Background: an optimization exercise with open tools, aiming at small area. Do not read the settings as production practice. The RTL was checked by simulation tests, not by an equivalence proof against the original design. The clock port is modelled as an ideal driver, which makes a skipped or thinned clock tree look cheaper than it is; a real chip needs a root buffer or a tree. Power is estimated from default activity; no workload was simulated.

## v6
==> flow/design.v (excerpt) <==
module flash_ctrl
(
    input  logic              i_clk,
    input  logic              i_rst,
    input  logic [1:0]        i_op_type,
    input  logic [ADDR_W-1:0] i_op_addr,
    input  logic [NUM_W-1:0]  i_op_num,
    input  logic              i_op_valid,
    output logic              o_op_ready,
    input  logic [DATA_W-1:0] i_wr_data,
    input  logic              i_wr_sop,
    input  logic              i_wr_eop,
    input  logic              i_wr_valid,
    output logic [DATA_W-1:0] o_rd_data,
    output logic              o_rd_sop,
    output logic              o_rd_eop,
    output logic              o_rd_valid,
    output logic [OP_W-1:0]   o_spi_op_data,
    output logic [1:0]        o_spi_op_type,
    output logic [LEN_W-1:0]  o_spi_op_len,
    output logic [LEN_W-1:0]  o_spi_clk_len,
    output logic              o_spi_op_valid,
    input  logic              i_spi_op_ready,
    output logic [DATA_W-1:0] o_spi_write_data,
    input  logic              i_spi_write_req,
    input  logic [DATA_W-1:0] i_spi_read_data,
    input  logic              i_spi_read_valid
);
export LEC_CHECK = 0
export CAP_MARGIN = 20
export CORE_MARGIN = 2
export CORE_UTILIZATION = 70
export CTS_BUF_LIST = sky130_fd_sc_hd__clkbuf_16
export CTS_CLUSTER_DIAMETER = 80
export CTS_CLUSTER_SIZE = 32
export SLEW_MARGIN = 20
create_clock -name core_clock -period 10.0 [get_ports {i_clk}]
standard.sh (not shown) runs the stock make flow with config.mk's settings and CLKGATE_MAP_FILE= SYNTH_SCRIPT=/design/flow/synth_recipe.tcl, a recipe that flattens the netlist after the stock synthesis.
==> flow/flow/run.sh <==
#!/bin/bash
# Standard layout with two changes to what the flow inserts (the design and constraints are
# untouched): port buffers use the smallest buffer, and clock tree synthesis adds no dummy
# loads.
set -e
export BUFFER_PORTS_ARGS="-buffer_cell sky130_fd_sc_hd__buf_1"
export CTS_ARGS="-sink_clustering_enable -repair_clock_nets -sink_clustering_size 32 -sink_clustering_max_diameter 80 -buf_list sky130_fd_sc_hd__clkbuf_16 -dont_use_dummy_load "
bash standard.sh > standard.log 2>&1
## Diff of input files: v7 against v6
diff --git a/flow/design.v b/flow/design.v
--- a/flow/design.v
+++ b/flow/design.v
@@ -96,58 +96,64 @@
     logic [8*FIFO_DEPTH-1:0] r_ring;
     logic [7:0]        r_head;        
     logic [7:0]        w_tap;
     logic              w_accept;
     logic              w_is_read;
     logic              w_is_write;
     logic              w_is_erase;
     logic              w_aligned;
+    logic              w_ins32;
     logic              w_wr_align;
     logic              w_push;
     logic              w_rot;
     logic              w_pop;
     logic              w_rd_pop;
     logic              w_shift;
     logic              w_sr_busy;
     logic              w_cmd;
     logic              w_poll;
     logic [8:0]        w_data_clks;
     assign w_is_read  = (r_type == OP_READ);
     assign w_is_write = (r_type == OP_WRITE);
     assign w_is_erase = (r_type == OP_ERASE);
     assign o_op_ready = (r_state == S_IDLE);
     assign w_accept   = i_op_valid && o_op_ready;
-    assign w_aligned  = (r_head[4:0] == 5'd31);
+    assign w_aligned  = (r_head[5:0] == 6'd63);
+    assign w_ins32    = !i_wr_valid && w_is_read && !r_num[5];
     assign w_wr_align = w_is_write && ((r_state == S_WREN) || (r_state == S_WREN_W) || (r_state == S_CMD));
     assign w_push     = i_wr_valid || ((r_state == S_DATA) && w_is_read && i_spi_read_valid);
     assign w_rot      = (w_wr_align || r_rd_pend) && !w_aligned;
     assign w_rd_pop   = r_rd_pend && w_aligned;
     assign w_pop      = w_rd_pop || ((r_state == S_DATA) && i_spi_write_req);
     assign w_shift    = w_push || w_rot || w_pop;
     always_ff @(posedge i_clk)
     begin
         if (w_shift)
-            r_ring <= {r_ring[8*FIFO_DEPTH-9:0],
-                       w_push ? (i_wr_valid ? i_wr_data : i_spi_read_data)
-                              : r_ring[8*FIFO_DEPTH-1 -: 8]};
+        begin
+            r_ring <= {r_ring[8*FIFO_DEPTH-9:0], r_ring[8*FIFO_DEPTH-1 -: 8]};
+            if (w_push && !w_ins32)
+                r_ring[7:0] <= i_wr_valid ? i_wr_data : i_spi_read_data;
+            if (w_push && w_ins32)
+                r_ring[8*32 +: 8] <= i_spi_read_data;
+        end
     end
     always_ff @(posedge i_clk)
     begin
         if (w_accept)
-            r_head <= i_op_num[7:0];
+            r_head <= {i_op_num[7:6], i_op_num[5] || (i_op_type == OP_READ), i_op_num[4:0]};
         else if (w_rot)
             r_head <= r_head + 1'b1;
     end
     always_comb
     begin
         w_tap = '0;
-        for (int k = 0; k < 8; k++)
-            if (r_head[7:5] == 3'(k))
-                w_tap = r_ring[8*(32*k+31) +: 8];
+        for (int k = 0; k < 4; k++)
+            if (r_head[7:6] == 2'(k))
+                w_tap = r_ring[8*(64*k+63) +: 8];
     end
     assign o_spi_write_data = w_tap;
     assign o_rd_data        = w_tap;
     always_ff @(posedge i_clk or posedge i_rst)
     begin
         if (i_rst)
         begin
             r_rd_pend  <= 1'b0;
==> results.txt <==
Per the comparison of v7 with v6, utilization after layout now sits higher, met2 demand-to-capacity share in global routing now sits lower, combinational power now sits lower, clock network contribution to total cell area now sits at about the same level. Across v6 and v7, none had a timing, DRC or antenna violation. Looking at critical path launch point, the r_state[1] result is from v7; the r_head[5] one comes from v6. | leakage power | v6 vs v7 | ≈ equal |. v7 vs. v6: proportion of synthesized chip area in sequential cells now larger, switching power now smaller. met4 as the top routing layer in use was reported by v7, and met5 by v6. Switching share of total power in v7 is 0.66 points below v6. Compared with v6, in v7 final instance area decreased 270 µm²; worst relative slew slack now larger.


old:
Another version of the RTL of flash_ctrl (not shown whole).
For scale: about 2100 flip-flops, ~150 I/O pins, ~65000 µm² of cells after synthesis.
// flash_ctrl
module flash_ctrl
(
    input  logic              i_clk,
    input  logic              i_rst,
    input  logic [1:0]        i_op_type,
    input  logic [ADDR_W-1:0] i_op_addr,
    input  logic [NUM_W-1:0]  i_op_num,
    input  logic              i_op_valid,
    output logic              o_op_ready,
    input  logic [DATA_W-1:0] i_wr_data,
    input  logic              i_wr_sop,
    input  logic              i_wr_eop,
    input  logic              i_wr_valid,
    output logic [DATA_W-1:0] o_rd_data,
    output logic              o_rd_sop,
    output logic              o_rd_eop,
    output logic              o_rd_valid,
    output logic [OP_W-1:0]   o_spi_op_data,
    output logic [1:0]        o_spi_op_type,
    output logic [LEN_W-1:0]  o_spi_op_len,
    output logic [LEN_W-1:0]  o_spi_clk_len,
    output logic              o_spi_op_valid,
    input  logic              i_spi_op_ready,
    output logic [DATA_W-1:0] o_spi_write_data,
    input  logic              i_spi_write_req,
    input  logic [DATA_W-1:0] i_spi_read_data,
    input  logic              i_spi_read_valid
);
Settings: LEC_CHECK=0, CAP_MARGIN=0, CORE_MARGIN=2, CORE_UTILIZATION=70, CTS_BUF_LIST=sky130_fd_sc_hd__clkbuf_16, CTS_CLUSTER_DIAMETER=85, CTS_CLUSTER_SIZE=37, SLEW_MARGIN=0; clock period 10.0 ns.
==> flow/flow/run.sh <==
#!/bin/bash
# Standard layout with three changes to what the flow inserts (the design and constraints are
# untouched): port buffers use the smallest buffer; clock tree synthesis clusters up to 37
# flip-flops per leaf buffer and adds no dummy loads; and after clock tree synthesis the last
# two levels of the clock tree become inverters (flow/swap_clk.tcl), so each flip-flop still
# sees the clock through an even number of inversions. If that step finds anything it does
# not expect, the standard clock tree is kept.
set -e
export BUFFER_PORTS_ARGS="-buffer_cell sky130_fd_sc_hd__buf_1"
export CTS_ARGS="-sink_clustering_enable -repair_clock_nets -sink_clustering_size 37 -sink_clustering_max_diameter 85 -buf_list sky130_fd_sc_hd__clkbuf_16 -dont_use_dummy_load"
bash standard.sh cts > standard_cts.log 2>&1
RES=$PWD/orfs/results/sky130hd/flash_ctrl/base
if SWAP_IN=$RES/4_cts.odb SWAP_OUT=$RES/4_cts_swapped.odb \
   SWAP_LEAF_CELL=sky130_fd_sc_hd__inv_12 SWAP_UP_CELL=sky130_fd_sc_hd__inv_16 \
   SWAP_BIG_CELL=sky130_fd_sc_hd__inv_16 SWAP_TARGET_NS=0.116 SWAP_LIMIT_NS=0.124 \
   SWAP_LIB=$FLOW_HOME/platforms/sky130hd/lib/sky130_fd_sc_hd__tt_025C_1v80.lib \
   SWAP_SDC=$RES/4_cts.sdc PLATFORM_DIR=$FLOW_HOME/platforms/sky130hd \
   openroad -no_init -exit flow/swap_clk.tcl > swap_clk.log 2>&1; then
  mv $RES/4_cts_swapped.odb $RES/4_cts.odb
fi
bash standard.sh > standard.log 2>&1
Other scripts of this flow, unchanged in this note and not shown: flow/flow/swap_clk.tcl
The following lists how new was set up differently from old:
--- a/flow/design.v
+++ b/flow/design.v
@@ -75,25 +75,24 @@
     input  logic              i_spi_write_req,
     input  logic [DATA_W-1:0] i_spi_read_data,
     input  logic              i_spi_read_valid
 );
     localparam logic [2:0] S_IDLE   = 3'd0;
     localparam logic [2:0] S_WREN   = 3'd1;    
     localparam logic [2:0] S_WREN_W = 3'd2;    
     localparam logic [2:0] S_CMD    = 3'd3;    
     localparam logic [2:0] S_DATA   = 3'd4;    
     localparam logic [2:0] S_POLL   = 3'd5;    
     localparam logic [2:0] S_POLL_W = 3'd6;    
     localparam logic [2:0] S_BUSY   = 3'd7;    
-    localparam logic [7:0] LFSR_END = 8'h80;
     logic [2:0]        r_state;
     logic [1:0]        r_type;
     logic [ADDR_W-1:0] r_addr;
     logic [NUM_W-1:0]  r_num;         
     logic              r_sr_busy;
     logic              r_rd_pend;     
     logic              r_rd_valid;
     logic              r_rd_sop;
     logic              r_rd_eop;
     logic [8*FIFO_DEPTH-1:0] r_ring;
     logic [7:0]        r_head;        
     logic [7:0]        w_tap;
@@ -177,25 +176,25 @@
     assign o_rd_sop   = r_rd_sop;
     assign o_rd_eop   = r_rd_eop;
     always_ff @(posedge i_clk)
     begin
         if (w_accept)
         begin
             r_type <= i_op_type;
             r_addr <= i_op_addr;
         end
         else if (w_poll)
             r_addr[7:0] <= 8'h00;
         else if (r_state == S_BUSY)
-            r_addr[7:0] <= {r_addr[6:0], r_addr[7] ^ r_addr[5] ^ r_addr[4] ^ r_addr[3] ^ (r_addr[6:0] == 7'h00)};
+            r_addr[7:0] <= r_addr[7:0] + 1'b1;
     end
     always_ff @(posedge i_clk)
     begin
         if (w_accept)
             r_num <= i_op_num;
         else if (w_rd_pop)
             r_num <= r_num - 1'b1;
     end
     assign w_sr_busy = r_sr_busy || (i_spi_read_valid && i_spi_read_data[SR_WIP_BIT]);
     always_ff @(posedge i_clk or posedge i_rst)
     begin
         if (i_rst)
@@ -219,25 +218,25 @@
                     if (o_spi_op_valid && i_spi_op_ready)
                         r_state <= S_DATA;
                 S_DATA:
                     if (i_spi_op_ready)
                         r_state <= S_POLL;
                 S_POLL:
                     if (i_spi_op_ready)
                         r_state <= S_POLL_W;
                 S_POLL_W:
                     if (i_spi_op_ready)
                         r_state <= w_sr_busy ? S_BUSY : S_IDLE;
                 default:
-                    if (r_addr[7:0] == LFSR_END)
+                    if (r_addr[7:0] == 8'hff)
                         r_state <= S_POLL;
             endcase
             if (r_state == S_POLL)
                 r_sr_busy <= 1'b0;
             else if ((r_state == S_POLL_W) && i_spi_read_valid)
                 r_sr_busy <= i_spi_read_data[SR_WIP_BIT];
         end
     end
     assign w_cmd  = (r_state == S_CMD);
     assign w_poll = (r_state == S_POLL);
     assign o_spi_op_valid = (r_state == S_WREN) || w_poll || (w_cmd && (!w_is_write || w_aligned));
     assign w_data_clks = r_num + 9'd4;
[summary]
The post-route core utilization on old is in line with that on new.
From old to new the numbers moved as follows: number of fillers in the final layout went up by about 1.2%; final worst slack down 0.56 ns.
A topmost layer with routed signal wires of met5 is what old shows, while met4 belongs to new.
Looking at wire length reported by the detailed router, new sits 830 µm above old.
Relative to old, new degrades global-route wire length before repair.
As far as accumulated negative setup slack goes, new and old are indistinguishable; the numbers are identical.
old and new ended up with roughly the same final design area excluding fillers.
~same via count in new and old
Compared with old, new is more frugal on power.
Each of the runs, namely new and old, reached the end of the flow and came out clean.
No run of this note takes its clock network from TritonCTS; it comes from the design's own scripts or RTL.

[what the ideal ports hide]
Ports are ideal in the flow. The routed layouts listed here were re-timed in OpenROAD.
Step 1: set_driving_cell puts a clkbuf_16 on i_clk and a buf_2 on each other input, an assumption about the parent block.
Step 2 adds t to the input delays and takes it off the output delays; t is the mean of the earliest and latest rising clock arrival at the registers after step 1. Input paths then give back, and output paths get back, about the clock's delay inside the block.
Three values: ideal, step 1, step 2; two values: the first two.
| run | t, ns | setup slack, ns | latest minus earliest clock arrival (ns) |
|---|---|---|---|
| v6 | 0.718 | 5.272 / 5.202 / 4.668 | 0.039 / 0.039 |
| v7 | 0.698 | 4.764 / 4.691 / 4.988 | 0.082 / 0.082 |
| old | 0.756 | 5.252 / 5.292 / 4.536 | 0.052 / 0.052 |
| new | 0.758 | 4.690 / 4.618 / 5.066 | 0.053 / 0.054 |
After both steps setup and hold are still met in every run listed. The setup slack of old, which loses most, moves by +0.040 ns with the drivers and by -0.716 ns with both steps.
